Context: an optimization exercise on an open-source flow, tuned for small area, a short achievable clock period and few clock cycles. The choices shown serve that exercise and are no tape-out recipe.
RTL that was checked went through simulation tests only; none was proved equivalent to the original.
Function not checked in runs 1 and 5 to 8: the RTL went through the layout flow alone.
Power is estimated from default activity; no workload was simulated.

$ cat config.mk
export PLATFORM = sky130hd
export DESIGN_NAME = la_capture
export DESIGN_NICKNAME = la_capture
export VERILOG_FILES = /design/flow/design.v
export SDC_FILE = /design/flow/constraint.sdc
export NUM_CORES = 4
export LEC_CHECK = 0
export CAP_MARGIN = 20
export CORE_MARGIN = 2
export CORE_UTILIZATION = 55
export CTS_CLUSTER_DIAMETER = 60
export CTS_CLUSTER_SIZE = 30
export SETUP_SLACK_MARGIN = 4
export SLEW_MARGIN = 20
$ cat constraint.sdc
create_clock -name core_clock -period 6.0 [get_ports {clk_i}]
set_input_delay 1.2000 -clock core_clock [delete_from_list [all_inputs] [get_ports {clk_i}]]
set_output_delay 1.2000 -clock core_clock [all_outputs]
set_load 0.01 [all_outputs]
$ cat design.v
module la_capture_ram #(
   parameter  int DATA_W = 18,
   parameter  int DEPTH  = 256,
   parameter  int NTAP   = 8
) (
   input  logic                   clk_i,
   input  logic                   cap_i,
   input  logic [DATA_W-1:0]      wdata_i,
   output logic [NTAP*DATA_W-1:0] taps_o
);
   localparam int SPACE = DEPTH / NTAP;
   localparam int SLOTS = DEPTH - 1;
   logic [SLOTS*DATA_W-1:0] ring_q;
   always_ff @(posedge clk_i) begin
      ring_q <= {ring_q[(SLOTS-1)*DATA_W-1:0],
                 cap_i ? wdata_i : ring_q[SLOTS*DATA_W-1 -: DATA_W]};
   end
   for (genvar k = 0; k < NTAP; k++) begin : g_tap
      assign taps_o[k*DATA_W +: DATA_W] = ring_q[(k*SPACE + SPACE - 2)*DATA_W +: DATA_W];
   end
endmodule
module la_capture #(
   parameter  int DATA_W = 18,
   parameter  int DEPTH  = 256,
   localparam int AW     = $clog2(DEPTH)
) (
   input  logic              clk_i,
   input  logic              rst_i,
   input  logic [DATA_W-1:0] data_i,
   input  logic              trig_i,
   input  logic [1:0]        trig_mode_i,
   input  logic [AW-1:0]     pretrig_i,
   input  logic              arm_i,
   input  logic [7:0]        trig_cnt_i,
   output logic              armed_o,
   output logic              triggered_o,
   output logic              done_o,
   output logic              rd_valid_o,
   input  logic              rd_ready_i,
   output logic [DATA_W-1:0] rd_data_o,
   output logic              rd_last_o
);
   localparam int NTAP = 8;
   localparam int TW   = $clog2(NTAP);
   localparam int SW   = AW - TW;           
   localparam logic [1:0] TRIG_LEVEL_HIGH = 2'd0;
   localparam logic [1:0] TRIG_LEVEL_LOW  = 2'd1;
   localparam logic [1:0] TRIG_RISING     = 2'd2;
   localparam logic [1:0] TRIG_FALLING    = 2'd3;
   function automatic logic trigMatch(input logic [1:0] mode,
                                      input logic       cur,
                                      input logic       prev);
      case (mode)
         TRIG_LEVEL_HIGH: trigMatch = cur;
         TRIG_LEVEL_LOW:  trigMatch = ~cur;
         TRIG_RISING:     trigMatch = cur & ~prev;
         TRIG_FALLING:    trigMatch = ~cur & prev;
         default:         trigMatch = 1'b0;
      endcase
   endfunction
   logic          armed_q, pre_q, wait_q, post_q, done_q;
   logic [1:0]    mode_q;
   logic [AW-1:0] pretrig_q;
   logic [AW-1:0] cnt_q;         
   logic          trigPrev_q;
   logic          triggered_q;
   logic          waitMatch, fire, preEnd, postEnd, capEnd;
   logic [7:0]    matchLeft_q;   
   assign fire = waitMatch && (matchLeft_q[7:1] == 7'd0);
   always_ff @(posedge clk_i) begin
      if (rst_i) begin
         matchLeft_q <= 8'd0;
      end else if (arm_i) begin
         matchLeft_q <= trig_cnt_i;
      end else if (waitMatch) begin
         matchLeft_q <= matchLeft_q - 8'd1;
      end
   end
   assign waitMatch = wait_q && !arm_i && trigMatch(mode_q, trig_i, trigPrev_q);
   assign preEnd    = pre_q && (cnt_q == AW'(1));
   assign postEnd   = post_q && (cnt_q == AW'(1));
   assign capEnd    = !arm_i && (postEnd || (fire && (&pretrig_q)));
   logic [AW-1:0]     pos_q;       
   logic [AW-1:0]     next_q;      
   logic              rdValid_q, rdLast_q;
   logic [DATA_W-1:0] rdData_q, rdHold_q;
   logic [NTAP*DATA_W-1:0] taps;
   logic [DATA_W-1:0] tapWord;
   logic              canLoad, load, xfer;
   la_capture_ram #(
      .DATA_W (DATA_W),
      .DEPTH  (DEPTH),
      .NTAP   (NTAP)
   ) u_ram (
      .clk_i   (clk_i),
      .cap_i   (armed_q),
      .wdata_i (data_i),
      .taps_o  (taps)
   );
   assign tapWord = taps[pos_q[AW-1 -: TW]*DATA_W +: DATA_W];
   assign xfer    = rdValid_q && rd_ready_i;
   assign canLoad = done_q && !rdLast_q && (pos_q[SW-1:0] == SW'((1 << SW) - 2));
   assign load    = canLoad && (!rdValid_q || rd_ready_i);
   always_ff @(posedge clk_i) begin
      if (rst_i) begin
         armed_q     <= 1'b0;
         pre_q       <= 1'b0;
         wait_q      <= 1'b0;
         post_q      <= 1'b0;
         done_q      <= 1'b0;
         triggered_q <= 1'b0;
         mode_q      <= TRIG_LEVEL_HIGH;
         pretrig_q   <= '0;
         cnt_q       <= '0;
      end else if (arm_i) begin
         armed_q     <= 1'b1;
         pre_q       <= (pretrig_i != '0);
         wait_q      <= (pretrig_i == '0);
         post_q      <= 1'b0;
         done_q      <= 1'b0;
         triggered_q <= 1'b0;
         mode_q      <= trig_mode_i;
         pretrig_q   <= pretrig_i;
         cnt_q       <= pretrig_i;
      end else begin
         if (pre_q) begin
            cnt_q <= cnt_q - AW'(1);
            if (preEnd) begin
               pre_q  <= 1'b0;
               wait_q <= 1'b1;
            end
         end
         if (fire) begin
            triggered_q <= 1'b1;
            wait_q      <= 1'b0;
            post_q      <= !(&pretrig_q);
            cnt_q       <= ~pretrig_q;
         end
         if (post_q) begin
            cnt_q <= cnt_q - AW'(1);
            if (postEnd) post_q <= 1'b0;
         end
         if (capEnd) begin
            armed_q <= 1'b0;
            done_q  <= 1'b1;
         end
         if (xfer && rdLast_q) begin
            done_q <= 1'b0;
         end
      end
   end
   always_ff @(posedge clk_i) begin
      if (rst_i) begin
         trigPrev_q <= 1'b0;
      end else begin
         trigPrev_q <= trig_i;
      end
   end
   always_ff @(posedge clk_i) begin
      if (rst_i || arm_i) begin
         rdValid_q <= 1'b0;
         rdLast_q  <= 1'b0;
      end else if (capEnd) begin
         rdValid_q <= 1'b1;
         rdLast_q  <= 1'b0;
      end else if (!rdValid_q || rd_ready_i) begin
         rdValid_q <= load;
         rdLast_q  <= load && (&next_q);
      end
   end
   always_ff @(posedge clk_i) begin
      if (!rdValid_q || rd_ready_i) begin
         rdHold_q <= tapWord;
      end
   end
   always_ff @(posedge clk_i) begin
      rdData_q <= (!rdValid_q || rd_ready_i) ? tapWord : rdHold_q;
   end
   always_ff @(posedge clk_i) begin
      if (!done_q) begin
         pos_q  <= AW'(DEPTH - 2);
         next_q <= AW'(1);
      end else if (load) begin
         next_q <= next_q + AW'(1);
      end else begin
         pos_q <= (pos_q == AW'(DEPTH - 2)) ? '0 : pos_q + AW'(1);
      end
   end
   assign armed_o     = armed_q;
   assign triggered_o = triggered_q;
   assign done_o      = done_q;
   assign rd_valid_o  = rdValid_q;
   assign rd_data_o   = rdData_q;
   assign rd_last_o   = rdLast_q;
endmodule
$ cat run.sh
#!/bin/bash
# synth_recipe.tcl (not shown) runs the flow's synth.tcl, then flattens the netlist and writes it again
# the make line also repeats each setting of config.mk as NAME=value (left out here)
make -C /OpenROAD-flow-scripts/flow DESIGN_CONFIG=/design/flow/config.mk WORK_HOME=/design/flow/orfs CLKGATE_MAP_FILE= SYNTH_SCRIPT=/design/flow/synth_recipe.tcl finish
==> impl_results.md, run 1 <==
* WL final at ~100000 um
* EDFF count, synth at 18
* Pleak at 42.4 nW
* Worst R2R Path Depth at 5
* DP Area at between 0.09 and 0.1 mm2
* Hold buffer count at cts at 0
* Clk pwr share at 0.337
* Hpwl dp at approximately 49000 um
* CTS root buffer: clkbuf_16
* Drc violations at 0
* Multiplexer area fraction after synthesis at 0.0131
* HP Class: reg -> reg
* Synthesized instance count at approximately 5000
* CORE AREA at 0.174 mm2
* RePlAce Congestion at slightly above 0.7
* Endpoints failing hold at 0
* Input/output buffers at 63
* R2r setup slk at roughly 3.9 ns
* Synth area leaders: dfxtp_1, mux4_2, edfxtp_1, mux2_2, a21oi_1
* Cell depth of the worst setup path at 1
* Skew-Pair Late Insertion Delay at 0.81 ns
* Critical Path Max Stage Delay at roughly 0.52 ns
* Register share of total power at 0.660
* Overflow after GRT at 0
* First-pass GRT wire length at between 150000 and 200000 um
* Clock sinks at about 4700
* Final ANT Viol Nets at 0
* RSZ-0062 raised after global routing: true
* Final Max Tran Viols at 0
* Primary FF master, synth: dfxtp_1
* Inst Count DP at about 7400
* Area Overhead vs Synth at 10.7%
* Initial Util at 0.554
* Nets at about 5300
* Peak supply drop at a little over 0.0003 V
* Worst Hold Slack at 0.298 ns
* Logic pwr share at 0.003
* Crit path max fanout at 1
* Area fraction in compound gates after synthesis at 0.00553
* Synth Area in Adders at 0.000779
* Area of the mapped netlist at 0.0963 mm2
* Pre-CTS WS at about 2.1 ns
* Full die area at between 0.15 and 0.2 mm2
* Largest area contributor in the netlist: dfxtp_1
* Routed via count at 31300
* Final core utilization at 0.613
* Critical Path, Cell by Cell: buf_6
* Synth unique cells at between 50 and 60
* Largest net degree at the start of global routing at 35
* Rel. slew slack at 0.543
* Post-Synth Simple-Gate Area at 0.00681
* Site row count at 153
* H-tree levels at 4
* CP required at approximately 4.8 ns
* Worst setup path startpoint: rdHold_q[15]$_DFFE_PP_
* Hold Startpoint: u_ram.ring_q[4191]$_DFF_P_
* Synth Warn # at 2
* Ys async rst share at 0
* Buffers & Inverters on Critical Path at 1
* Worst Skew at around 0.025 ns
* Cell area after layout at between 0.1 and 0.15 mm2
* Net Sw Power at 9.15 mW
* Layout cells sized above 1 at 0.0898
* Avg Inst Size Synth at 19.3 um2
* CP Class: reg -> out
* Die X at about 420 um
* Crit end category: output port
* PnR worst setup slack at 3.26 ns
* Drt pass-1 iters at 5
* Crit path max-delay family: flip-flops
* CP max-delay cell: edfxtp_1
* Power per cell area at between 400 and 500 mW/mm2
* Max Cap Viol at 0
* Final Setup Violations at 0
* Fmax at around 370 MHz
* # fillers at roughly 13000
* Hold Path Stages at 0
* Worst Setup Start Kind: register
* Status: no timing/DRC/antenna violations
* #FFs+latches synth at 4659
* Worst-margin pin slew at 0.685 ns
* FF-to-FF Start: matchLeft_q[6]$_SDFFE_PP0P_
* Vias per cell at about 4
* Gr usage total at 0.116
* Io pins at 64
* Tmin final at around 2.7 ns
* Sequential element share of the synthesized area at 0.970
* Arrival @ worst endpoint at roughly 1.5 ns
* Final std cells w/o fill at 7702
* Yosys top cell area share at 0.965
* Antenna violations before repair at 1
* Drt initial violations at between 1500 and 2000
* Synth Area in XOR/XNOR at 0.00173
* Fin Setup TNS at 0 ns
* Vias in the first global route at a little over 30000
* TritonCTS clock tree: yes
* Clk slew on worst S/H paths at 0.10 ns
* CTS buffer count at between 150 and 200
* Routed wire per std cell at 13.3 um
* Clk buf depth at 3
* Post-synth net total at 5044
* Chip Height at 422 um
* Power Total at around 48 mW
* Internal power at 38.5 mW
* Main combinational cell family by area after synthesis: multiplexers
* Sw frac at 0.192
* Final Cycle Share at 0.456
-- power groups by stage --
stage | Combinational [mW] | Clock, mW | Sequential [mW]
after global routing | 0.172 | 17.7 | 31.5
after floorplan | 0.0905 | 0 | 32.1
after CTS | 0.154 | 16.6 | 31.4
final | 0.159 | 16.0 | 31.4
after global placement | 0.140 | 0 | 32.2
after detailed placement | 0.142 | 0 | 32.1
-- synthesized netlist by cell type (all sizes together), types with 2 or more instances --
master / number
nor4: 6
buf: 8
nand4: 7
o311ai: 3
nand2: 27
and4: 2
a211oi: 8
or4: 6
o21ai: 11
nor2b: 6
ha: 6
a21oi: 22
xor2: 8
and3: 4
clkbuf: 24
nor3: 8
edfxtp: 18
mux4: 36
o31ai: 3
or2: 2
mux2: 36
a311oi: 6
a21boi: 2
inv: 11
xnor2: 11
and2: 6
dfxtp: 4641
o211a: 2
mux2i: 5
o211ai: 5
or3: 3
nor2: 26
nand3: 10
nor3b: 2
-- logic make-up (layout without fill, tap and decap cells) --
| logic type | after synthesis | after routing |
|---|---|---|
| buffers and inverters | 43 | 422 |
| DFF | 4659 | 4659 |
| muxes | 77 | 77 |
| and+or+nand+nor | 119 | 119 |
| other | 0 | 1 |
| xor gates and xnor gates | 19 | 19 |
| adders and majority gates | 6 | 6 |
| AOI/OAI and AO/OA | 74 | 74 |
-- worst paths after layout --
kind	endpoint
setup / recovery	rd_data_o[15]
hold / removal	u_ram.ring_q[4209]$_DFF_P_
hold reg to reg	u_ram.ring_q[4209]$_DFF_P_
setup reg to reg	cnt_q[2]$_SDFFE_PP0P_
-- cells in the final DEF, fill, tap and decap left out, drive strengths merged, types with 3 or more instances in the layout --
cell type	count
nor4	6
or3	3
nand3	10
o211ai	5
or4	6
inv	37
xor2	8
mux4	36
bufinv	13
buf	56
and3	4
clkbuf	230
a211oi	8
clkdlybuf4s50	36
mux2	36
nor2b	6
clkinv	37
o21ai	11
xnor2	11
and2	6
clkinvlp	11
a311oi	6
a21oi	22
o31ai	3
mux2i	5
dfxtp	4641
edfxtp	18
nor2	26
nand2	27
nor3	8
nand4	7
ha	6
o311ai	3
-- cell type report --
class | instances | area, um2 | share of cell area
timing repair buffer | 94 | 891 | 0.00835
timing repair inverter | 2 | 13.8 | 0.000129
antenna | 1 | 2.50 | 0.0000235
clock inverter | 85 | 1140 | 0.0107
inverter | 11 | 57.6 | 0.000540
sequential | 4659 | 93500 | 0.876
multi-input combinational | 295 | 2880 | 0.0270
clock buffer | 230 | 5270 | 0.0494
tap | 2325 | 2910 | 0.0273
-- metal layers --
layer	part of all wire	up-vias	wire, um	GRT usage
li1	-	16100	-	-
met1	0.56	14700	56900	0.184
met2	0.38	331	38700	0.155
met3	0.038	207	3850	0.0266
met4	0.026	0	2630	0.0422
met5	0	-	0	0
-- worst reg2reg max path: cells and delay by family, from the launching register on --
kind               cells  cell delay [ns]
DFF                    1             0.34
AOI/OAI and AO/OA      2             0.36
and+or+nand+nor        3             1.31
-- state kept, by name (all words and copies together), names as in the netlist --
register / flops
armed_q: 1
rdLast_q: 1
pretrig_q: 8
post_q: 1
next_q: 8
cnt_q: 8
pos_q: 8
done_q: 1
trigPrev_q: 1
rdHold_q: 18
triggered_q: 1
u_ram.ring_q: 4590
matchLeft_q: 8
mode_q: 2
rdValid_q: 1
wait_q: 1
pre_q: 1
-- what timing repair did --
action | 4_1_cts | 5_1_grt
setup endpoints to repair | 82 | 50
hold endpoints to repair | 0 | 0
setup buffers | 23 | 5
gates cloned | 2 | 0
pin swaps | 13 | 17
resized for setup | 130 | 25
==> inputs of run 2 (changes only) <==
--- a/design.v
+++ b/design.v
@@ -170,5 +170,5 @@
    end
    always_ff @(posedge clk_i) begin
-      if (!rdValid_q || rd_ready_i) begin
+      if (!done_q || load) begin
          rdHold_q <= tapWord;
       end
--- a/config.mk
+++ b/config.mk
@@ -8,5 +8,5 @@
 export CAP_MARGIN = 20
 export CORE_MARGIN = 2
-export CORE_UTILIZATION = 55
+export CORE_UTILIZATION = 80
 export CTS_CLUSTER_DIAMETER = 60
 export CTS_CLUSTER_SIZE = 30
==> impl_results.md, run 2 <==
* Synth Warn # at 2 (unchanged)
* Post-synth net total at 5120 (+1.5%)
* Initial Util at 0.807 (+0.253)
* Area of the mapped netlist at 0.0969 mm2 (+0.63%)
* Synth area leaders: dfxtp_1, mux4_2, edfxtp_1, mux2_2, nor2_1
* Synth unique cells at 57 (-3.4%)
* Hpwl dp at 80300 um (+65%)
* Halt Reason: [ERROR DPL-0033] detailed placement checks failed during check placement.
* Io pins at 64 (unchanged)
* Die X at 352 um (-17%)
* EDFF count, synth at 18 (unchanged)
* Site row count at 127 (-17%)
* Top-count cell post-synth: dfxtp_1
* Halt Stage: detailed placement
* Largest area contributor in the netlist: dfxtp_1
* Synthesized instance count at 5073 (+1.5%)
* Status: aborted with a tool error
* RePlAce Congestion at 0.753 (+5.8%)
* Avg Inst Size Synth at 19.1 um2 (-0.88%)
* Input/output buffers at 63 (unchanged)
* Most frequent cells after synthesis: dfxtp_1, nor2_1, mux2_2, mux4_2, nand2_1
* Yosys top cell area share at 0.962 (-0.00233)
* Sequential element share of the synthesized area at 0.968 (-0.00237)
* Primary FF master, synth: dfxtp_1
* #FFs+latches synth at 4677 (+0.39%)
* Chip Height at 352 um (-17%)
* Ys async rst share at 0 (unchanged)
-- run 2: kinds of logic after synthesis --
logic type,synth area share
compound gates,0.00556
simple gates,0.00897
mux,0.0130
flops,0.968
fa+ha+maj,0.000774
xor+xnor,0.00199
buf+inv,0.00192
-- run 2: power groups by stage --
stage / Combinational [mW] / Clock, mW / Sequential, mW
2_1_floorplan: 0.0948 / 0 / 32.2
3_3_place_gp: 0.141 / 0 / 32.3
-- run 2: worst max path at each step --
stage                   startpoint               endpoint  slack, ns  depth (start not counted)
after global placement      trig_i  cnt_q[1]$_SDFFE_PP0P_       2.24                          6
after floorplan             trig_i  cnt_q[4]$_SDFFE_PP0P_       3.43                          7
-- run 2: stage by stage --
stage	hold WS, ns	power, mW	cell area, um2	std cells
after floorplan	0.310	32.3	97100	5073
after global placement	0.310	32.4	99600	6720
Testbench counts of run 2, summed over its fixed seeds: cycles 12,628.
==> inputs of run 3 (changes only) <==
--- a/config.mk
+++ b/config.mk
@@ -8,5 +8,5 @@
 export CAP_MARGIN = 20
 export CORE_MARGIN = 2
-export CORE_UTILIZATION = 80
+export CORE_UTILIZATION = 65
 export CTS_CLUSTER_DIAMETER = 60
 export CTS_CLUSTER_SIZE = 30
==> impl_results.md, run 3 <==
* Status: no timing/DRC/antenna violations
* HP Class: reg -> reg
* Gr usage total at 0.141
* Rel. slew slack at 0.549
* Antenna violations before repair at 9
* Buffers & Inverters on Critical Path at 1
* EDFF count, synth at 18 (unchanged)
* Final ANT Viol Nets at 0
* Sequential element share of the synthesized area at 0.968 (unchanged)
* Number of flip-flops in the largest register at about 4600
* Register area at between 0.09 and 0.1 mm2
* Most flops, register: u_ram.ring_q
* Area of the mapped netlist at 0.0969 mm2 (unchanged)
* CTS buffer count at ~190
* Io pins at 64 (unchanged)
* Avg Inst Size Synth at 19.1 um2 (unchanged)
* Worst Setup Start Kind: register
* CTS root buffer: clkbuf_16
* Chip Height at 390 um (+11%)
* Synthesized instance count at 5073 (unchanged)
* Endpoints failing hold at 0
* Drc violations at 0
* Nets at about 5400
* Site row count at 141 (+11%)
* Top-count cell post-synth: dfxtp_1
* H-tree levels at 4
* Full die area at approximately 0.15 mm2
* Tmin final at between 2 and 3 ns
* Crit end category: output port
* Overflow after GRT at 0
* Largest net degree at the start of global routing at 35
* Largest area contributor in the netlist: dfxtp_1
* Area Overhead vs Synth at 9.73%
* Yosys top cell area share at 0.962 (unchanged)
* Final Max Tran Viols at 0
* Crit path max fanout at 2
* Hpwl dp at 54600 um (-32%)
* Synth unique cells at 57 (unchanged)
* Layout cells sized above 1 at 0.0875
* Hold buffer count at cts at 0
* Skew-Pair Late Insertion Delay at 0.81 ns
* Ys async rst share at 0 (unchanged)
* RePlAce Congestion at 0.727 (-3.5%)
* Vias in the first global route at around 31000
* Final Cycle Share at 0.429
* Clk buf depth at 3
* Routed via count at 31700
* #FFs+latches synth at 4677 (unchanged)
* Final Setup Violations at 0
* Critical Path Max Stage Delay at around 0.43 ns
* CORE AREA at 0.148 mm2
* Pleak at about 43 nW
* Clk slew on worst S/H paths at around 0.10 ns
* Max Cap Viol at 0
* WL final at approximately 110000 um
* Area of the multi-input gates at around 0.0032 mm2
* Fmax at around 390 MHz
* Arrival @ worst endpoint at ~1.4 ns
* Drt pass-1 iters at 4
* Power per cell area at approximately 440 mW/mm2
* CP Class: reg -> out
* Commonest non-fill, non-tap cells in the layout: dfxtp_1, clkbuf_16, nor2_1
* Die X at 390 um (+11%)
* Routed wire per std cell at roughly 14 um
* Worst-margin pin slew at 0.676 ns
* Initial Util at 0.656 (-0.151)
* TritonCTS clock tree: yes
* Peak supply drop at around 0.00034 V
* CP max-delay cell: dfxtp_4
* First-pass GRT wire length at about 170000 um
* Commonest non-fill, non-tap cell in the layout: dfxtp_1
* Clock sinks at between 4000 and 5000
* CP required at around 4.8 ns
* Drt initial violations at 1174
* Post-synth net total at 5120 (unchanged)
* Vias per cell at about 4.3
* Fin Setup TNS at 0 ns
* Input/output buffers at 63 (unchanged)
* RSZ-0062 raised after global routing: true
* Final core utilization at 0.719
* Worst Skew at 0.0216 ns
* Most frequent cells after synthesis: dfxtp_1, nor2_1, mux2_2, mux4_2, nand2_1
* Critical Path, Cell by Cell: buf_6
* Synth area leaders: dfxtp_1, mux4_2, edfxtp_1, mux2_2, nor2_1
* Synth Warn # at 2 (unchanged)
* # fillers at just over 9000
* Primary FF master, synth: dfxtp_1
* Top flop regs: u_ram.ring_q (4590), rdData_q (18), rdHold_q (18)
* Crit path max-delay family: flip-flops
==> run 3: cell counts after synthesis <==
No cell type changed its count.
==> run 3: where the power goes <==
group	leakage (nW)	switching [mW]	internal, mW
clock network	2.80	8.68	6.45
registers	38.0	0.117	31.4
logic	1.75	0.0808	0.0900
total	42.5	8.88	38.0
==> run 3: routing by layer <==
metal | routed length (um) | vias to the layer above | GRT usage
met5 | 35 | - | 0
met1 | 58500 | 14900 | 0.225
li1 | - | 16300 | -
met2 | 40500 | 329 | 0.190
met4 | 2650 | 6 | 0.0449
met3 | 4100 | 212 | 0.0315
==> run 3: cell type report <==
class                           count  area share
Antenna cell                        1   0.0000235
Multi-Input combinational cell    354      0.0299
Sequential cell                  4677       0.883
Clock inverter                     57     0.00678
Inverter                           11    0.000459
Clock buffer                      214      0.0472
Tap cell                         1930      0.0227
Timing Repair Buffer              104      0.0102
==> run 3: worst reg2reg max path: stages (launching register included) <==
cell      delay, ns
dfxtp_2        0.33
or4_4          0.58
or4_4          0.54
nor2_4         0.17
o211ai_1       0.13
a311oi_2       0.24
==> run 3: repair_timing <==
item,4_1_cts,5_1_grt
pin swaps,11,11
cloned,2,2
resized for setup,193,22
setup endpoints to repair,98,57
setup buffers,18,14
==> run 3: path summary, 6_finish.rpt <==
kind	start	to	slack, ns	depth (start not counted)
max	armed_q$_SDFFE_PP0P_	armed_o	3.43	1
min	u_ram.ring_q[1836]$_DFF_P_	u_ram.ring_q[1854]$_DFF_P_	0.31	0
max reg2reg	matchLeft_q[6]$_SDFFE_PP0P_	cnt_q[6]$_SDFFE_PP0P_	3.93	5
min reg2reg	u_ram.ring_q[1836]$_DFF_P_	u_ram.ring_q[1854]$_DFF_P_	0.31	0
==> run 3: cell families (layout without fill, tap and decap cells) <==
logic type | count (synthesis) | count (layout) | synth area share
buffers and inverters | 44 | 386 | 0.00192
adder cells (fa/ha/maj) | 6 | 6 | 0.000774
flip-flops | 4677 | 4677 | 0.968
AND/OR/NAND/NOR | 175 | 177 | 0.00897
AO/OA/AOI/OAI | 73 | 73 | 0.00556
XOR/XNOR | 22 | 22 | 0.00199
other | 0 | 1 | 0
multiplexers | 76 | 76 | 0.0130
==> run 3: through the flow <==
step | setup WS (ns) | hold WS (ns) | power, mW | instance area, um2 | cells
final | 3.43 | 0.313 | 46.9 | 106000 | 7348
after global routing | 3.36 | 0.308 | 48.5 | 106000 | 7347
after CTS | 3.35 | 0.315 | 47.3 | 106000 | 7331
after detailed placement | 2.16 | 0.312 | 32.4 | 100000 | 7040
after global placement | 2.24 | 0.310 | 32.4 | 100000 | 7040
after floorplan | 3.43 | 0.310 | 32.3 | 97100 | 5073
==> inputs of run 4 (changes only) <==
--- a/config.mk
+++ b/config.mk
@@ -11,4 +11,4 @@
 export CTS_CLUSTER_DIAMETER = 60
 export CTS_CLUSTER_SIZE = 30
-export SETUP_SLACK_MARGIN = 4
+export SETUP_SLACK_MARGIN = 3.6
 export SLEW_MARGIN = 20
==> impl_results.md, run 4 <==
* Peak supply drop at 0.000356 V (+4.1%)
* CP required at 4.80 ns (about the same)
* Clk slew on worst S/H paths at 0.10 ns (about the same)
* Area of the mapped netlist at 0.0969 mm2 (unchanged)
* Antenna violations before repair at 6 (-3)
* Drt pass-1 iters at 4 (unchanged)
* Site row count at 141 (unchanged)
* Synth unique cells at 57 (unchanged)
* M1 GR Usage at 0.221 (-0.00383)
* Vias in the first global route at 30500 (-1.4%)
* Synth Warn # at 2 (unchanged)
* Hold buffer count at cts at 0 (unchanged)
* Fin Setup TNS at 0 ns (unchanged)
* CORE AREA at 0.148 mm2 (unchanged)
* Net Sw Power at 8.82 mW (-0.72%)
* Final Cycle Share at 0.433 (+0.00472)
* Io pins at 64 (unchanged)
* Largest area contributor in the netlist: dfxtp_1
* CTS buffer count at 185 (-0.54%)
* Critical Path Max Stage Delay at 0.46 ns (+0.03 ns)
* Number of flip-flops in the largest register at 4590 (unchanged)
* Pleak at 42.2 nW (-0.64%)
* Primary FF master, synth: dfxtp_1
* Status: no timing/DRC/antenna violations
* Ys async rst share at 0 (unchanged)
* WL final at 103000 um (-2.3%)
* Sequential element share of the synthesized area at 0.968 (unchanged)
* Crit end category: output port
* Register share of total power at 0.676 (+0.003)
* Nets at 5352 (-0.54%)
* RSZ-0062 raised after global routing: true
* Top-count cell post-synth: dfxtp_1
* Met2 GRT Util at 0.183 (-0.00691)
* Full die area at 0.152 mm2 (unchanged)
* Clk pwr share at 0.321 (-0.002)
* EDFF count, synth at 18 (unchanged)
* Internal power at 37.9 mW (-0.21%)
* Gr usage total at 0.137 (-0.00350)
* Hpwl dp at 53500 um (-1.9%)
* Worst Setup Start Kind: register
* Clock sinks at 4677 (unchanged)
* Post-synth net total at 5120 (unchanged)
* Largest net degree at the start of global routing at 41 (+17%)
* Layout cells sized above 1 at 0.0790 (-0.00847)
* Final Max Tran Viols at 0 (unchanged)
* H-tree levels at 4 (unchanged)
* Vias per cell at 4.32 (about the same)
* First-pass GRT wire length at 165000 um (-2.1%)
* Avg Inst Size Synth at 19.1 um2 (unchanged)
* Chip Height at 390 um (unchanged)
* CP Class: reg -> out
* Max Cap Viol at 0 (unchanged)
* Critical Path, Cell by Cell: buf_6
* Final ANT Viol Nets at 0 (unchanged)
* CTS root buffer: clkbuf_16
* Yosys top cell area share at 0.962 (unchanged)
* Logic pwr share at 0.003 (about the same)
* Area Overhead vs Synth at 9.17%
* Routed via count at 31600 (-0.47%)
* Worst-margin pin slew at 0.869 ns (+0.193 ns)
* Skew-Pair Late Insertion Delay at 0.80 ns (about the same)
* Input/output buffers at 63 (unchanged)
* Crit path max fanout at 4 (+2)
* Crit path max-delay family: flip-flops
* Clk buf depth at 3 (unchanged)
* Commonest non-fill, non-tap cell in the layout: dfxtp_1
* Worst Skew at 0.0266 ns (+0.00497 ns)
* Drt initial violations at 1191 (+1.4%)
* CP max-delay cell: dfxtp_4
* Synthesized instance count at 5073 (unchanged)
* Routed wire per std cell at 14.1 um (-1.9%)
* Commonest non-fill, non-tap cells in the layout: dfxtp_1, clkbuf_16, nor2_1
* Tmin final at 2.60 ns (+0.0283 ns)
* # diodes at 0 (-1)
* HP Class: reg -> reg
* Rel. slew slack at 0.421 (-0.129)
* RePlAce Congestion at 0.720 (-0.89%)
* Synth area leaders: dfxtp_1, mux4_2, edfxtp_1, mux2_2, nor2_1
* Sw frac at 0.189 (-0.000789)
* #FFs+latches synth at 4677 (unchanged)
* Buffers & Inverters on Critical Path at 1 (unchanged)
* Final Setup Violations at 0 (unchanged)
* Worst Hold Slack at 0.309 ns (-0.00409 ns)
* Endpoints failing hold at 0 (unchanged)
* Drc violations at 0 (unchanged)
* Arrival @ worst endpoint at 1.40 ns (+0.03 ns)
* Gr busiest metal: met1
* Top flop regs: u_ram.ring_q (4590), rdData_q (18), rdHold_q (18)
* TritonCTS clock tree: yes
* Die X at 390 um (unchanged)
* Most flops, register: u_ram.ring_q
* Routing usage on met3 at 0.0309 (-0.000593)
* Power per cell area at 441 mW/mm2 (+0.21%)
* Fmax at 385 MHz (-1.1%)
* Overflow after GRT at 0 (unchanged)
* Initial Util at 0.656 (unchanged)
* Most frequent cells after synthesis: dfxtp_1, nor2_1, mux2_2, mux4_2, nand2_1
run 4: worst paths after layout:
path / from / endpoint / slack, ns / depth (start not counted)
hold reg to reg: u_ram.ring_q[3362]$_DFF_P_ / u_ram.ring_q[3380]$_DFF_P_ / 0.31 / 0
hold / removal: u_ram.ring_q[3362]$_DFF_P_ / u_ram.ring_q[3380]$_DFF_P_ / 0.31 / 0
setup reg to reg: pos_q[5]$_SDFFE_PN1N_ / rdData_q[9]$_DFF_P_ / 3.73 / 5
setup / recovery: rdLast_q$_SDFFE_PP0N_ / rd_last_o / 3.40 / 1
run 4: stage by stage:
stage          instances  utilization  setup slack [ns]  power, mW  cell area (um2)
2_1_floorplan       5073            -              3.43       32.3            97000
3_3_place_gp        7040        0.676              2.23       32.4           100000
3_5_place_dp        7040        0.676              2.17       32.4           100000
4_1_cts             7318        0.716              3.33       47.2           106000
5_1_grt             7320        0.716              3.33       48.4           106000
6_report            7320        0.716              3.40       46.7           106000
run 4: power groups by stage:
| stage | clock (mW) | sequential (mW) | combinational, mW |
|---|---|---|---|
| after CTS | 15.5 | 31.6 | 0.148 |
| after global routing | 16.6 | 31.6 | 0.161 |
| after floorplan | 0 | 32.2 | 0.0943 |
| after detailed placement | 0 | 32.3 | 0.144 |
| after global placement | 0 | 32.3 | 0.142 |
| final | 15.0 | 31.6 | 0.148 |
run 4: area by class of cell:
class                           count  area (um2)
Timing Repair Buffer               78         776
Sequential cell                  4677       93900
Inverter                           11        43.8
Multi-Input combinational cell    352        3040
Clock buffer                      213        4930
Tap cell                         1930        2410
Fill cell                        9388       42000
Clock inverter                     59         731
run 4: logic make-up after synthesis:
kind of cell,synth area share
AO/OA/AOI/OAI,0.00556
XOR/XNOR,0.00199
adder cells (fa/ha/maj),0.000774
buffers and inverters,0.00192
flip-flops,0.968
multiplexers,0.0130
AND/OR/NAND/NOR,0.00897
run 4: routing by layer:
metal	wire, um	part of all wire
met2	39300	0.38
met4	2560	0.025
met1	57600	0.56
met3	3880	0.037
met5	13	0.00013
run 4: repair_timing:
| item | CTS | global route |
|---|---|---|
| pin swaps | 1 | 0 |
| buffers inserted | 6 | 2 |
| gates resized for setup | 172 | 5 |
| setup endpoints to repair | 94 | 37 |
run 4: worst register-to-register path: stages (launching register included):
cell and delay [ns]:
dfxtp_4 0.47, buf_6 0.56, mux4_2 0.65, mux2_2 0.33, nor2_1 0.12, nor2_1 0.05
==> inputs of run 5 (changes only) <==
--- a/design.v
+++ b/design.v
@@ -61,5 +61,5 @@
    logic          armed_q, pre_q, wait_q, post_q, done_q;
    logic [1:0]    mode_q;
-   logic [AW-1:0] pretrig_q;
+   logic [AW-1:0] pretrig_q;     
    logic [AW-1:0] cnt_q;         
    logic          trigPrev_q;
@@ -81,6 +81,5 @@
    assign postEnd   = post_q && (cnt_q == AW'(1));
    assign capEnd    = !arm_i && (postEnd || (fire && (&pretrig_q)));
-   logic [AW-1:0]     pos_q;       
-   logic [AW-1:0]     next_q;      
+   logic [TW-1:0]     tapSel;
    logic              rdValid_q, rdLast_q;
    logic [DATA_W-1:0] rdData_q, rdHold_q;
@@ -98,7 +97,8 @@
       .taps_o  (taps)
    );
-   assign tapWord = taps[pos_q[AW-1 -: TW]*DATA_W +: DATA_W];
+   assign tapSel  = pretrig_q[AW-1 -: TW] | {TW{!done_q}};
+   assign tapWord = taps[tapSel*DATA_W +: DATA_W];
    assign xfer    = rdValid_q && rd_ready_i;
-   assign canLoad = done_q && !rdLast_q && (pos_q[SW-1:0] == SW'((1 << SW) - 2));
+   assign canLoad = done_q && !rdLast_q && (pretrig_q[SW-1:0] == SW'((1 << SW) - 2));
    assign load    = canLoad && (!rdValid_q || rd_ready_i);
    always_ff @(posedge clk_i) begin
@@ -142,6 +142,14 @@
          end
          if (capEnd) begin
-            armed_q <= 1'b0;
-            done_q  <= 1'b1;
+            armed_q   <= 1'b0;
+            done_q    <= 1'b1;
+            pretrig_q <= AW'(DEPTH - 2);
+         end
+         if (done_q) begin
+            if (load) begin
+               cnt_q <= cnt_q - AW'(1);
+            end else begin
+               pretrig_q <= (pretrig_q == AW'(DEPTH - 2)) ? '0 : pretrig_q + AW'(1);
+            end
          end
          if (xfer && rdLast_q) begin
@@ -166,5 +174,5 @@
       end else if (!rdValid_q || rd_ready_i) begin
          rdValid_q <= load;
-         rdLast_q  <= load && (&next_q);
+         rdLast_q  <= load && (cnt_q == AW'(2));
       end
    end
@@ -177,14 +185,4 @@
       rdData_q <= (!rdValid_q || rd_ready_i) ? tapWord : rdHold_q;
    end
-   always_ff @(posedge clk_i) begin
-      if (!done_q) begin
-         pos_q  <= AW'(DEPTH - 2);
-         next_q <= AW'(1);
-      end else if (load) begin
-         next_q <= next_q + AW'(1);
-      end else begin
-         pos_q <= (pos_q == AW'(DEPTH - 2)) ? '0 : pos_q + AW'(1);
-      end
-   end
    assign armed_o     = armed_q;
    assign triggered_o = triggered_q;
--- a/config.mk
+++ b/config.mk
@@ -11,4 +11,4 @@
 export CTS_CLUSTER_DIAMETER = 60
 export CTS_CLUSTER_SIZE = 30
-export SETUP_SLACK_MARGIN = 3.6
+export SETUP_SLACK_MARGIN = 4
 export SLEW_MARGIN = 20
==> impl_results.md, run 5 <==
* Area Overhead vs Synth at 10.1%
* Synthesized instance count at 5041 (-0.63%)
* Cell area after layout at 0.106 mm2 (+0.36%)
* Vias in the first global route at 30600 (+0.30%)
* RSZ-0062 raised after global routing: true
* Primary FF master, synth: dfxtp_1
* Peak supply drop at 0.000324 V (-8.9%)
* Die X at 389 um (-0.25%)
* Final Setup Violations at 0 (unchanged)
* First-pass GRT wire length at 168000 um (+1.6%)
* CTS buffer count at 184 (-0.54%)
* Register area at 0.0935 mm2 (-0.35%)
* Crit path max fanout at 2 (-2)
* Synth Area in XOR/XNOR at 0.000908 (-0.00108)
* Post-synth net total at 5088 (-0.63%)
* Site row count at 141 (unchanged)
* Tmin final at 2.54 ns (-0.0614 ns)
* Synth area leaders: dfxtp_1, mux2_2, edfxtp_1, mux4_2, mux2i_1
* Sequential element share of the synthesized area at 0.969 (+0.00155)
* Most flops, register: u_ram.ring_q
* Critical Path Max Stage Delay at 0.41 ns (-0.05 ns)
* RePlAce Congestion at 0.776 (+7.7%)
* Synth unique cells at 57 (unchanged)
* PnR worst setup slack at 3.46 ns (+0.0614 ns)
* Main combinational cell family by area after synthesis: multiplexers
* Critical Path, Cell by Cell: buf_6
* Clk buf depth at 3 (unchanged)
* Routed wire per std cell at 14.8 um (+5.1%)
* Drt initial violations at 1364 (+15%)
* CORE AREA at 0.147 mm2 (-0.24%)
* Arrival @ worst endpoint at 1.34 ns (-0.06 ns)
* Hpwl dp at 57600 um (+7.7%)
* Multiplexer area fraction after synthesis at 0.0129 (-0.0000256)
* Synth Warn # at 2 (unchanged)
* DP Area at 0.0995 mm2 (-0.49%)
* Pleak at 42.4 nW (+0.35%)
* Largest net degree at the start of global routing at 40 (-2.4%)
* Commonest non-fill, non-tap cell in the layout: dfxtp_1
* Power per cell area at 436 mW/mm2 (-1.2%)
* Buffers & Inverters on Critical Path at 1 (unchanged)
* Input/output buffers at 63 (unchanged)
* Layout cells sized above 1 at 0.0925 (+0.0134)
* Inst Count DP at 7008 (-0.45%)
* Post-Synth Simple-Gate Area at 0.00697 (-0.00200)
* WL final at 109000 um (+5.6%)
* Drt pass-1 iters at 5 (+1)
* Initial Util at 0.654 (-0.00172)
* TritonCTS clock tree: yes
* Overflow after GRT at 0 (unchanged)
* Fin Setup TNS at 0 ns (unchanged)
* Yosys top cell area share at 0.964 (+0.00152)
* Max Cap Viol at 0 (unchanged)
* Gr usage total at 0.143 (+0.00591)
* Ys async rst share at 0 (unchanged)
* HP Class: reg -> reg
* CP required at 4.80 ns (about the same)
* Io pins at 64 (unchanged)
* Final ANT Viol Nets at 0 (unchanged)
* Clock sinks at 4661 (-0.34%)
* FF-to-FF Start: done_q$_SDFFE_PP0P_
* Top-count cell post-synth: dfxtp_1
* CP Class: reg -> out
* Nets at 5376 (+0.45%)
* Area fraction in compound gates after synthesis at 0.00699 (+0.00143)
* Crit path max-delay family: flip-flops
* # fillers at 9210 (-1.9%)
* Pre-CTS WS at 1.46 ns (-0.711 ns)
* Chip Height at 389 um (-0.25%)
* Crit end category: output port
* Area of the multi-input gates at 0.00317 mm2 (+4.2%)
* Number of flip-flops in the largest register at 4590 (unchanged)
* Avg Inst Size Synth at 19.1 um2 (+0.13%)
* Fmax at 394 MHz (+2.4%)
* Synth Area in Adders at 0.000778 (+0.00000390)
* Rel. slew slack at 0.377 (-0.0437)
* Top flop regs: u_ram.ring_q (4590), rdData_q (18), rdHold_q (18)
* Routed via count at 32100 (+1.5%)
* Skew-Pair Late Insertion Delay at 0.82 ns (+0.02 ns)
* H-tree levels at 4 (unchanged)
* Final std cells w/o fill at 7358 (+0.52%)
* Status: no timing/DRC/antenna violations
* Most frequent cells after synthesis: dfxtp_1, mux2_2, a21oi_1
* Vias per cell at 4.36 (+1.0%)
* Endpoints failing hold at 0 (unchanged)
* Worst setup path startpoint: triggered_q$_SDFFE_PP0P_
* EDFF count, synth at 18 (unchanged)
* #FFs+latches synth at 4661 (-0.34%)
* Final Max Tran Viols at 0 (unchanged)
* Worst-margin pin slew at 0.935 ns (+0.0656 ns)
* Area of the mapped netlist at 0.0964 mm2 (-0.50%)
* Drc violations at 0 (unchanged)
* Final Cycle Share at 0.423 (-0.0102)
* Clk slew on worst S/H paths at 0.10 ns (about the same)
* Worst Skew at 0.0227 ns (-0.00387 ns)
* CTS root buffer: clkbuf_16
* Commonest non-fill, non-tap cells in the layout: dfxtp_1, clkbuf_16, buf_6
* Hold Startpoint: u_ram.ring_q[2959]$_DFF_P_
* Largest area contributor in the netlist: dfxtp_1
* Antenna violations before repair at 12 (+6)
* Full die area at 0.151 mm2 (-0.50%)
* Final core utilization at 0.720 (+0.00428)
* CP max-delay cell: dfxtp_4
* Worst Setup Start Kind: register
-- run 5: cell count changes after synthesis, sizes merged, moves of 12 or more --
cell    before   now
a21oi       24    36
mux2        36    51
dfxtp     4659  4643
mux2i        4    20
mux4        36    21
a221oi       1    17
nor2        78    31
-- run 5: final timing paths --
path,endpoint,slack (ns),cells past startpoint
worst max-delay path,triggered_o,3.46,1
worst min-delay path,u_ram.ring_q[2977]$_DFF_P_,0.31,0
worst min register to register,u_ram.ring_q[2977]$_DFF_P_,0.31,0
worst max register to register,rdData_q[0]$_DFF_P_,3.57,10
-- run 5: worst reg2reg max path: stages, from the launching register on --
cell and delay (ns):
dfxtp_4 0.39, buf_6 0.10, buf_6 0.08, buf_6 0.09, buf_6 0.11, nor2b_4 0.21
buf_6 0.14, buf_12 0.15, mux4_2 0.53, mux2_4 0.27, mux2_2 0.26
-- run 5: layout make-up --
cell class,count,share of cell area
clock inverter,59,0.00562
clock buffer,216,0.0465
multi-input combinational,339,0.0298
timing repair buffer,133,0.0137
tap,1930,0.0227
antenna,10,0.000236
sequential,4661,0.881
timing repair inverter,1,0.0000707
inverter,9,0.000389
-- run 5: report_power, final --
group / switching [mW] / total [mW] / internal, mW
Sequential: 0.101 / 31.4 / 31.3
Clock: 8.61 / 14.8 / 6.16
Combinational: 0.106 / 0.206 / 0.101
Total: 8.81 / 46.3 / 37.5
-- run 5: through the flow --
stage / hold WS (ns) / total power, mW
finish: 0.315 / 46.3
global route: 0.324 / 47.9
detailed placement: 0.312 / 32.2
CTS: 0.316 / 46.7
global placement: 0.310 / 32.2
floorplan: 0.310 / 32.1
-- run 5: per-layer routing --
layer  wire, um  global-route usage
met3       4680              0.0335
met2      41900               0.192
met4       2700              0.0474
met5         27                   0
met1      59800               0.229
-- run 5: repair_timing --
item,4_1_cts,5_1_grt
hold buffers,0,0
cloned,4,0
endpoints found under the setup margin,105,79
resized for setup,250,50
buffers inserted,45,16
pin swaps,8,19
-- run 5: kinds of logic (layout without fill, tap and decap cells) --
family,count (synthesis),count (layout)
AND/OR/NAND/NOR,133,134
multiplexers,92,92
buffers and inverters,42,418
AO/OA/AOI/OAI,97,97
other,0,10
XOR/XNOR,10,10
adder cells (fa/ha/maj),6,6
flip-flops,4661,4661
==> inputs of run 6 (changes only) <==
--- a/config.mk
+++ b/config.mk
@@ -11,4 +11,3 @@
 export CTS_CLUSTER_DIAMETER = 60
 export CTS_CLUSTER_SIZE = 30
-export SETUP_SLACK_MARGIN = 4
 export SLEW_MARGIN = 20
==> impl_results.md, run 6 <==
* Crit end category: register
* Power Total at 46.6 mW (+0.69%)
* Antenna violations before repair at 9 (-3)
* Avg Inst Size Synth at 19.1 um2 (unchanged)
* Fin Setup TNS at 0 ns (unchanged)
* Register share of total power at 0.672 (-0.005)
* Endpoints failing hold at 0 (unchanged)
* Net Sw Power at 8.77 mW (-0.46%)
* Rel. slew slack at 0.244 (-0.133)
* Pleak at 41.9 nW (-1.2%)
* Critical Path Max Stage Delay at 0.85 ns (+0.44 ns)
* Clk buf depth at 3 (unchanged)
* Worst R2R End: rdData_q[3]$_DFF_P_
* Post-synth net total at 5088 (unchanged)
* TritonCTS clock tree: yes
* Hpwl dp at 54300 um (-5.9%)
* Most frequent cells after synthesis: dfxtp_1, mux2_2, a21oi_1
* Synthesized instance count at 5041 (unchanged)
* Vias per cell at 4.35 (-0.18%)
* Worst Hold Endpoint: u_ram.ring_q[1666]$_DFF_P_
* FF-to-FF Start: pretrig_q[7]$_SDFF_PP0_
* CTS root buffer: clkbuf_16
* Ys async rst share at 0 (unchanged)
* Hold buffer count at cts at 0 (unchanged)
* Number of flip-flops in the largest register at 4590 (unchanged)
* Worst Setup Start Kind: input pin
* Critical Path, Cell by Cell: clkdlybuf4s50_1 > nand2b_1 > nor3_1 > or4b_1 > o21ai_4 > a221oi_1 > nor3_1
* Sw frac at 0.188 (-0.00217)
* Hold Startpoint: u_ram.ring_q[1648]$_DFF_P_
* Power per cell area at 443 mW/mm2 (+1.7%)
* Full die area at 0.151 mm2 (unchanged)
* H-tree levels at 4 (unchanged)
* Nets at 5312 (-1.2%)
* CP Class: in -> reg
* RePlAce Congestion at 0.727 (-6.2%)
* Final Max Tran Viols at 0 (unchanged)
* First-pass GRT wire length at 163000 um (-2.7%)
* Primary FF master, synth: dfxtp_1
* Initial Util at 0.654 (unchanged)
* HP Class: reg -> reg
* Commonest non-fill, non-tap cells in the layout: dfxtp_1, clkbuf_16, clkdlybuf4s50_1
* EDFF count, synth at 18 (unchanged)
* Sequential element share of the synthesized area at 0.969 (unchanged)
* Commonest non-fill, non-tap cell in the layout: dfxtp_1
* CORE AREA at 0.147 mm2 (unchanged)
* Buffers & Inverters on Critical Path at 1 (unchanged)
* Final Setup Violations at 0 (unchanged)
* Overflow after GRT at 0 (unchanged)
* Clk pwr share at 0.324 (+0.005)
* Chip Height at 389 um (unchanged)
* Final ANT Viol Nets at 0 (unchanged)
* CTS resizes at 0 (-100%)
* Arrival @ worst endpoint at 4.18 ns (+2.84 ns)
* Worst-margin pin slew at 1.13 ns (+0.199 ns)
* # fillers at 9357 (+1.6%)
* Final Cycle Share at 0.580 (+0.157)
* Synth Warn # at 2 (unchanged)
* Largest area contributor in the netlist: dfxtp_1
* Site row count at 141 (unchanged)
* R2r setup slk at 3.26 ns (-0.31 ns)
* Yosys top cell area share at 0.964 (unchanged)
* Die X at 389 um (unchanged)
* Top flop regs: u_ram.ring_q (4590), rdData_q (18), rdHold_q (18)
* Status: no timing/DRC/antenna violations
* Clk slew on worst S/H paths at 0.10 ns (about the same)
* #FFs+latches synth at 4661 (unchanged)
* Tmin final at 3.48 ns (+0.942 ns)
* Peak supply drop at 0.000306 V (-5.7%)
* Postcts setup bufs at 0 (-100%)
* Synth area leaders: dfxtp_1, mux2_2, edfxtp_1, mux4_2, mux2i_1
* Logic pwr share at 0.004 (about the same)
* Worst R2R Path Depth at 7 (-3)
* CTS buffer count at 183 (-0.54%)
* WL final at 104000 um (-4.7%)
* Crit path max fanout at 22 (+20)
* Hold Path Stages at 0 (unchanged)
* Area Overhead vs Synth at 9.06%
* Worst Skew at 0.0273 ns (+0.00465 ns)
* Synth unique cells at 57 (unchanged)
* Drt initial violations at 1445 (+5.9%)
* CP max-delay cell: clkdlybuf4s50_1
* RSZ-0062 raised after global routing: false
* Io pins at 64 (unchanged)
* Drc violations at 0 (unchanged)
* Gr usage total at 0.138 (-0.00556)
* Layout cells sized above 1 at 0.0663 (-0.0261)
* Clock sinks at 4661 (unchanged)
* Input/output buffers at 63 (unchanged)
* Vias in the first global route at 30100 (-1.6%)
* Max Cap Viol at 0 (unchanged)
* CP required at 6.70 ns (+1.90 ns)
* Fmax at 287 MHz (-27%)
* Drt pass-1 iters at 5 (unchanged)
* Largest net degree at the start of global routing at 40 (unchanged)
* Routed wire per std cell at 14.3 um (-3.8%)
* Skew-Pair Late Insertion Delay at 0.81 ns (about the same)
* Area of the mapped netlist at 0.0964 mm2 (unchanged)
* Crit-path most repeated cell: nor3_1
* Crit path max-delay family: simple AND/OR/NAND/NOR gates
* Internal power at 37.9 mW (+0.96%)
* Most flops, register: u_ram.ring_q
* Top-count cell post-synth: dfxtp_1
* Routed via count at 31700 (-1.2%)
## run 6: power groups by stage
stage / logic [mW] / registers [mW] / clock network (mW)
finish: 0.165 / 31.4 / 15.1
global route: 0.180 / 31.4 / 16.6
CTS: 0.165 / 31.4 / 15.6
detailed placement: 0.164 / 32.1 / 0
global placement: 0.162 / 32.1 / 0
floorplan: 0.0977 / 32.0 / 0
## run 6: layout make-up
class	count	area, um2	share of cell area
diodes	2	5.00	0.0000476
clock buffers	220	5040	0.0479
clock inverters	51	701	0.00666
inverters	9	33.8	0.000321
multi-input cells	338	2780	0.0264
flip-flops and latches	4661	93500	0.889
well taps	1930	2410	0.0230
repair buffers	72	718	0.00683
## run 6: how the worst max path moves through the flow
stage / startpoint / endpoint / slack [ns] / cells after the start
after floorplan: arm_i / pretrig_q[6]$_SDFF_PP0_ / 3.25 / 8
after global placement: arm_i / pretrig_q[7]$_SDFF_PP0_ / 1.85 / 7
after detailed placement: arm_i / pretrig_q[7]$_SDFF_PP0_ / 1.78 / 7
after CTS: arm_i / pretrig_q[7]$_SDFF_PP0_ / 2.63 / 7
after global routing: arm_i / pretrig_q[7]$_SDFF_PP0_ / 2.32 / 7
final: arm_i / pretrig_q[7]$_SDFF_PP0_ / 2.52 / 7
## run 6: cell families after synthesis
group	after synthesis	synth area share
flops	4661	0.969
buf+inv	42	0.00205
compound gates	97	0.00699
xor+xnor	10	0.000908
fa+ha+maj	6	0.000778
simple gates	133	0.00697
mux	92	0.0129
## run 6: layer usage
layer,GRT usage,up-vias,share of wire
met3,0.0297,220,0.041
met4,0.0472,0,0.025
met5,0,-,0
met1,0.229,14900,0.57
li1,-,16200,-
met2,0.175,407,0.36
## run 6: metrics by stage
stage	hold WS (ns)	area, um2	cells	worst slack [ns]	utilization
finish	0.318	105000	7283	2.52	0.713
global route	0.320	105000	7281	2.32	0.713
CTS	0.314	105000	7281	2.63	0.713
detailed placement	0.312	99400	7010	1.78	0.674
global placement	0.310	99400	7009	1.85	0.674
floorplan	0.310	96400	5041	3.25	-
## run 6: worst reg2reg max path: stages (launching register included)
cell	delay [ns]
dfxtp_2	0.79
buf_4	0.44
inv_1	0.14
buf_4	0.27
a221oi_1	0.37
a21oi_1	0.07
mux2_2	0.31
mux2_2	0.26
==> inputs of run 7 (changes only) <==
--- a/config.mk
+++ b/config.mk
@@ -11,3 +11,4 @@
 export CTS_CLUSTER_DIAMETER = 60
 export CTS_CLUSTER_SIZE = 30
+export SETUP_SLACK_MARGIN = 5
 export SLEW_MARGIN = 20
==> impl_results.md, run 7 <==
* Status: no timing/DRC/antenna violations
* Avg Inst Size Synth at 19.1 um2 (unchanged)
* Drt initial violations at 1438 (-0.48%)
* Yosys top cell area share at 0.964 (unchanged)
* Synth unique cells at 57 (unchanged)
* Clock sinks at 4661 (unchanged)
* Routed wire per std cell at 15.0 um (+5.3%)
* Final ANT Viol Nets at 0 (unchanged)
* Input/output buffers at 63 (unchanged)
* Max Cap Viol at 0 (unchanged)
* EDFF count, synth at 18 (unchanged)
* Final Setup Violations at 0 (unchanged)
* Critical Path, Cell by Cell: buf_6
* Endpoints failing hold at 0 (unchanged)
* Site row count at 141 (unchanged)
* Fmax at 396 MHz (+38%)
* Most flops, register: u_ram.ring_q
* Critical Path Max Stage Delay at 0.42 ns (-0.43 ns)
* Crit end category: output port
* Power per cell area at 434 mW/mm2 (-2.0%)
* Inst Count DP at 7007 (-0.043%)
* Clk slew on worst S/H paths at 0.10 ns (about the same)
* Largest net degree at the start of global routing at 40 (unchanged)
* Worst-margin pin slew at 0.750 ns (-0.384 ns)
* Skew-Pair Late Insertion Delay at 0.79 ns (-0.02 ns)
* Drc violations at 0 (unchanged)
* Worst Skew at 0.0180 ns (-0.00932 ns)
* Post-synth net total at 5088 (unchanged)
* CP max-delay cell: dfxtp_4
* Gr usage total at 0.146 (+0.00831)
* Peak supply drop at 0.000333 V (+8.9%)
* Routed via count at 32200 (+1.7%)
* Final std cells w/o fill at 7368 (+1.2%)
* Vias in the first global route at 30700 (+1.9%)
* TritonCTS clock tree: yes
* Synthesized instance count at 5041 (unchanged)
* Area Overhead vs Synth at 10.8%
* CP Class: reg -> out
* Final Max Tran Viols at 0 (unchanged)
* CTS buffer count at 184 (+0.55%)
* Hpwl dp at 58900 um (+8.6%)
* Ys async rst share at 0 (unchanged)
* Worst Setup Start Kind: register
* Top-count cell post-synth: dfxtp_1
* RSZ-0062 raised after global routing: true
* Drt pass-1 iters at 6 (+1)
* Sequential element share of the synthesized area at 0.969 (unchanged)
* Io pins at 64 (unchanged)
* Vias per cell at 4.37 (+0.50%)
* Hold buffer count at cts at 0 (unchanged)
* Commonest non-fill, non-tap cell in the layout: dfxtp_1
* Final Cycle Share at 0.421 (-0.159)
* Area of the mapped netlist at 0.0964 mm2 (unchanged)
* Buffers & Inverters on Critical Path at 1 (unchanged)
* Synth Warn # at 2 (unchanged)
* Overflow after GRT at 0 (unchanged)
* Antenna violations before repair at 13 (+4)
* First-pass GRT wire length at 170000 um (+4.5%)
* Rel. slew slack at 0.500 (+0.256)
* Fin Setup TNS at 0 ns (unchanged)
* CORE AREA at 0.147 mm2 (unchanged)
* # fillers at 9079 (-3.0%)
* Pleak at 42.7 nW (+2.0%)
* Arrival @ worst endpoint at 1.33 ns (-2.85 ns)
* Nets at 5403 (+1.7%)
* #FFs+latches synth at 4661 (unchanged)
* Tmin final at 2.53 ns (-0.953 ns)
* WL final at 111000 um (+6.5%)
* Most frequent cells after synthesis: dfxtp_1, mux2_2, a21oi_1
* Commonest non-fill, non-tap cells in the layout: dfxtp_1, clkbuf_16, buf_6
* Full die area at 0.151 mm2 (unchanged)
* Die X at 389 um (unchanged)
* CP required at 4.80 ns (-1.90 ns)
* Layout cells sized above 1 at 0.103 (+0.0371)
* Number of flip-flops in the largest register at 4590 (unchanged)
* Clk buf depth at 3 (unchanged)
* Crit path max fanout at 1 (-95%)
* RePlAce Congestion at 0.744 (+2.4%)
* Chip Height at 389 um (unchanged)
* H-tree levels at 4 (unchanged)
* Top flop regs: u_ram.ring_q (4590), rdData_q (18), rdHold_q (18)
* Largest area contributor in the netlist: dfxtp_1
* HP Class: reg -> reg
* Synth area leaders: dfxtp_1, mux2_2, edfxtp_1, mux4_2, mux2i_1
* CTS root buffer: clkbuf_16
* Initial Util at 0.654 (unchanged)
* Primary FF master, synth: dfxtp_1
* Crit path max-delay family: flip-flops
run 7: cell types whose count changed in the layout (fill, tap and decap cells not counted), sizes merged:
cell / before / now
clkdlybuf4s50: 63 / 30
bufinv: 10 / 5
clkinv: 14 / 19
o21ai: 13 / 14
diode: 2 / 5
clkinvlp: 7 / 8
inv: 29 / 22
dlygate4sd2: 0 / 4
clkbuf: 220 / 221
buf: 9 / 123
nand2b: 7 / 8
run 7: metal layers:
| layer | vias to the layer above | share of wire | GRT usage |
|---|---|---|---|
| met5 | - | 0.00011 | 0 |
| met4 | 2 | 0.027 | 0.0490 |
| li1 | 16300 | - | - |
| met1 | 15200 | 0.56 | 0.241 |
| met2 | 470 | 0.37 | 0.189 |
| met3 | 251 | 0.043 | 0.0313 |
run 7: cells by family after synthesis:
kind of cell	after synthesis	synth area share
xor gates and xnor gates	10	0.000908
AOI/OAI and AO/OA	97	0.00699
adders and majority gates	6	0.000778
and+or+nand+nor	133	0.00697
muxes	92	0.0129
DFF	4661	0.969
buffers and inverters	42	0.00205
run 7: where the power goes:
group / internal (mW) / switching (mW)
Sequential: 31.2 / 0.0952
Clock: 6.29 / 8.55
Combinational: 0.124 / 0.126
run 7: final timing paths:
kind | depth (start not counted) | slack (ns) | end | start
min | 0 | 0.32 | u_ram.ring_q[3576]$_DFF_P_ | u_ram.ring_q[3558]$_DFF_P_
max | 1 | 3.47 | rd_data_o[5] | rdData_q[5]$_DFF_P_
min reg2reg | 0 | 0.32 | u_ram.ring_q[3576]$_DFF_P_ | u_ram.ring_q[3558]$_DFF_P_
max reg2reg | 7 | 3.83 | rdData_q[6]$_DFF_P_ | done_q$_SDFFE_PP0P_
run 7: what timing repair did:
action	CTS	global route
cloned	4	1
buffers inserted	68	20
resized for setup	303	46
pin swaps	32	35
endpoints found under the setup margin	130	128
run 7: through the flow:
stage | cell area [um2] | power, mW | hold WS (ns) | util | setup slack, ns
finish | 107000 | 46.4 | 0.322 | 0.725 | 3.47
CTS | 106000 | 46.9 | 0.320 | 0.722 | 3.39
global route | 107000 | 48.0 | 0.322 | 0.725 | 3.38
global placement | 99700 | 32.2 | 0.309 | 0.676 | 1.76
floorplan | 96900 | 32.1 | 0.310 | - | 3.31
detailed placement | 99700 | 32.2 | 0.312 | 0.676 | 1.65
run 7: layout make-up:
cell class	count	area, um2	share of cell area
tap	1930	2410	0.0226
timing repair buffer	159	1810	0.0169
inverter	9	43.8	0.000410
timing repair inverter	1	7.51	0.0000702
sequential	4661	93600	0.876
clock inverter	44	549	0.00514
antenna	5	12.5	0.000117
clock buffer	219	5010	0.0469
multi-input combinational	340	3450	0.0322
==> inputs of run 8 (changes only) <==
--- a/config.mk
+++ b/config.mk
@@ -8,7 +8,7 @@
 export CAP_MARGIN = 20
 export CORE_MARGIN = 2
-export CORE_UTILIZATION = 65
+export CORE_UTILIZATION = 60
 export CTS_CLUSTER_DIAMETER = 60
 export CTS_CLUSTER_SIZE = 30
-export SETUP_SLACK_MARGIN = 5
+export SETUP_SLACK_MARGIN = 4
 export SLEW_MARGIN = 20
==> impl_results.md, run 8 <==
* Status: no timing/DRC/antenna violations
* Synth Area in Adders at 0.000778 (unchanged)
* Commonest non-fill, non-tap cell in the layout: dfxtp_1
* Post-Synth Simple-Gate Area at 0.00697 (unchanged)
* Area Overhead vs Synth at 11.1%
* Commonest non-fill, non-tap cells in the layout: dfxtp_1, clkbuf_16, clkdlybuf4s50_1
* Hpwl dp at 55900 um (-5.0%)
* RSZ-0062 raised after global routing: true
* Fmax at 382 MHz (-3.5%)
* Net Sw Power at 9.06 mW (+3.2%)
* Arrival @ worst endpoint at 1.42 ns (+0.09 ns)
* CTS root buffer: clkbuf_16
* Synth unique cells at 57 (unchanged)
* Vias per cell at 4.27 (-2.5%)
* Tmin final at 2.62 ns (+0.0920 ns)
* Drt initial violations at 1689 (+17%)
* Skew-Pair Late Insertion Delay at 0.81 ns (+0.02 ns)
* Yosys top cell area share at 0.964 (unchanged)
* Crit end category: output port
* Pleak at 42.7 nW (+0.10%)
* Final Max Tran Viols at 0 (unchanged)
* Multiplexer area fraction after synthesis at 0.0129 (unchanged)
* Synth area leaders: dfxtp_1, mux2_2, edfxtp_1, mux4_2, mux2i_1
* #FFs+latches synth at 4661 (unchanged)
* Input/output buffers at 63 (unchanged)
* Avg Inst Size Synth at 19.1 um2 (unchanged)
* Post-synth net total at 5088 (unchanged)
* Main combinational cell family by area after synthesis: multiplexers
* Area of the multi-input gates at 0.00332 mm2 (-3.6%)
* Site row count at 147 (+4.3%)
* Worst-margin pin slew at 0.712 ns (-0.0371 ns)
* Synthesized instance count at 5041 (unchanged)
* Peak supply drop at 0.000362 V (+8.6%)
* Overflow after GRT at 0 (unchanged)
* Clk buf depth at 3 (unchanged)
* RePlAce Congestion at 0.723 (-2.9%)
* Full die area at 0.164 mm2 (+8.2%)
* Clk slew on worst S/H paths at 0.10 ns (about the same)
* Most flops, register: u_ram.ring_q
* Chip Height at 405 um (+4.0%)
* # fillers at 10800 (+19%)
* R2r setup slk at 3.81 ns (-0.02 ns)
* Final Setup Violations at 0 (unchanged)
* Clk pwr share at 0.332 (+0.012)
* HP Class: reg -> reg
* Routed wire per std cell at 14.5 um (-3.4%)
* Clock sinks at 4661 (unchanged)
* Nets at 5376 (-0.50%)
* CP Class: reg -> out
* Io pins at 64 (unchanged)
* Gr usage total at 0.134 (-0.0115)
* Number of flip-flops in the largest register at 4590 (unchanged)
* Synth Area in XOR/XNOR at 0.000908 (unchanged)
* Final ANT Viol Nets at 0 (unchanged)
* Hold buffer count at cts at 0 (unchanged)
* Die X at 405 um (+4.0%)
* Worst Setup Start Kind: register
* Crit path max fanout at 2 (+1)
* Primary FF master, synth: dfxtp_1
* Top-count cell post-synth: dfxtp_1
* CTS buffer count at 190 (+3.3%)
* Internal power at 38.2 mW (+1.4%)
* CP required at 4.80 ns (about the same)
* Max Cap Viol at 0 (unchanged)
* Drc violations at 0 (unchanged)
* CORE AREA at 0.160 mm2 (+8.5%)
* Endpoints failing hold at 0 (unchanged)
* WL final at 109000 um (-1.3%)
* Logic pwr share at 0.005 (about the same)
* Sequential element share of the synthesized area at 0.969 (unchanged)
* Area of the mapped netlist at 0.0964 mm2 (unchanged)
* Layout cells sized above 1 at 0.100 (-0.00324)
* Routed via count at 32100 (-0.31%)
* Antenna violations before repair at 10 (-3)
* Sw frac at 0.192 (+0.00268)
* TritonCTS clock tree: yes
* Fin Setup TNS at 0 ns (unchanged)
* Initial Util at 0.603 (-0.0512)
* Largest net degree at the start of global routing at 40 (unchanged)
* Register share of total power at 0.663 (-0.012)
* Register area at 0.0936 mm2 (about the same)
* Most frequent cells after synthesis: dfxtp_1, mux2_2, a21oi_1
* Rel. slew slack at 0.525 (+0.0253)
* Final Cycle Share at 0.437 (+0.0153)
* EDFF count, synth at 18 (unchanged)
* Area fraction in compound gates after synthesis at 0.00699 (unchanged)
* Ys async rst share at 0 (unchanged)
* H-tree levels at 4 (unchanged)
* Largest area contributor in the netlist: dfxtp_1
* Synth Warn # at 2 (unchanged)
* Drt pass-1 iters at 6 (unchanged)
* Top flop regs: u_ram.ring_q (4590), rdData_q (18), rdHold_q (18)
* Power per cell area at 441 mW/mm2 (+1.5%)
* Vias in the first global route at 30800 (+0.37%)
* Worst Hold Slack at 0.317 ns (-0.00489 ns)
* First-pass GRT wire length at 171000 um (+0.56%)
* Worst Skew at 0.0191 ns (+0.00111 ns)
==> run 8: cell counts after synthesis <==
No cell type changed its count.
==> run 8: area by class of cell <==
class | instances | area share
clock buffers | 214 | 0.0467
repair buffers | 128 | 0.0140
flip-flops and latches | 4661 | 0.873
diodes | 6 | 0.000140
multi-input cells | 339 | 0.0310
clock inverters | 88 | 0.0104
well taps | 2086 | 0.0244
inverters | 9 | 0.000385
==> run 8: power by group through the flow <==
stage                     sequential [mW]  clock (mW)  combinational, mW
after global routing                 31.4        17.3              0.234
after detailed placement             32.1           0              0.168
after floorplan                      32.0           0              0.100
after CTS                            31.4        16.2              0.203
after global placement               32.1           0              0.166
final                                31.3        15.7              0.219
==> run 8: per-layer routing <==
metal	GRT usage	wire, um
met5	0	0
met4	0.0432	2800
met2	0.177	41200
met3	0.0328	5170
met1	0.216	60300
==> run 8: worst max-delay path, cell delays in order (launching register included) <==
cell	delay (ns)
dfxtp_4	0.38
buf_12	0.13
buf_6	0.11
==> run 8: worst paths after layout <==
kind | from | to | depth (start not counted)
worst min register to register | u_ram.ring_q[1667]$_DFF_P_ | u_ram.ring_q[1685]$_DFF_P_ | 0
worst min-delay path | u_ram.ring_q[1667]$_DFF_P_ | u_ram.ring_q[1685]$_DFF_P_ | 0
worst max-delay path | done_q$_SDFFE_PP0P_ | done_o | 2
worst max register to register | pretrig_q[7]$_SDFF_PP0_ | rdData_q[4]$_DFF_P_ | 6
==> run 8: cells by family (layout without fill, tap and decap cells) <==
kind of cell	after synthesis	count (layout)
buffers and inverters	42	439
muxes	92	92
xor gates and xnor gates	10	10
adders and majority gates	6	6
DFF	4661	4661
other	0	6
AOI/OAI and AO/OA	97	97
and+or+nand+nor	133	134
==> run 8: per-stage QoR <==
step | util | cells | cell area [um2] | setup slack (ns) | total power [mW]
floorplan | - | 5041 | 96500 | 3.31 | 32.1
global placement | 0.623 | 7166 | 99700 | 2.16 | 32.2
detailed placement | 0.623 | 7166 | 99700 | 2.14 | 32.2
CTS | 0.668 | 7515 | 107000 | 3.31 | 47.8
global route | 0.670 | 7525 | 107000 | 3.31 | 48.9
finish | 0.670 | 7531 | 107000 | 3.38 | 47.3
==> run 8: repair_timing <==
action                                  CTS  global route
gates cloned                              4             0
setup buffers                            43            10
endpoints found under the setup margin  105            81
gates resized for setup                 281            52
pin swaps                                20            30

==> re-timing with driven ports <==
In the flow no input, the clock included, has a driving cell. The finished layouts below were timed again as built, in two steps. Step 1 sets driving cells, clkbuf_16 on the clock port and buf_2 on the other inputs (assumed; they add their load-dependent delay and slew). Step 2 also shifts input and output timing later by t, the mid clock arrival at the registers, as if the neighbouring blocks saw the same clock. Slacks: no drivers / after step 1 / after step 2; pairs: no drivers / after step 1.
run | shift t [ns] | slack for setup (ns) | latest minus earliest clock arrival (ns) | worst register clock-pin slew, ns
run 1 | 0.894 | 3.261 / 3.180 / 3.127 | 0.054 / 0.054 | 0.11 / 0.11
run 3 | 0.872 | 3.429 / 3.355 / 2.918 | 0.025 / 0.026 | 0.11 / 0.11
run 4 | 0.862 | 3.401 / 3.327 / 2.657 | 0.037 / 0.036 | 0.11 / 0.11
run 5 | 0.884 | 3.462 / 3.387 / 2.948 | 0.029 / 0.028 | 0.11 / 0.11
run 6 | 0.870 | 2.520 / 2.566 / 1.696 | 0.030 / 0.030 | 0.11 / 0.11
run 7 | 0.859 | 3.473 / 3.400 / 2.899 | 0.025 / 0.025 | 0.11 / 0.11
run 8 | 0.873 | 3.381 / 3.305 / 2.993 | 0.025 / 0.025 | 0.11 / 0.11
After both steps every run listed still meets setup and hold. For run 6, which loses most, drivers alone change the setup slack by +0.046 ns; drivers and shift together by -0.824 ns.
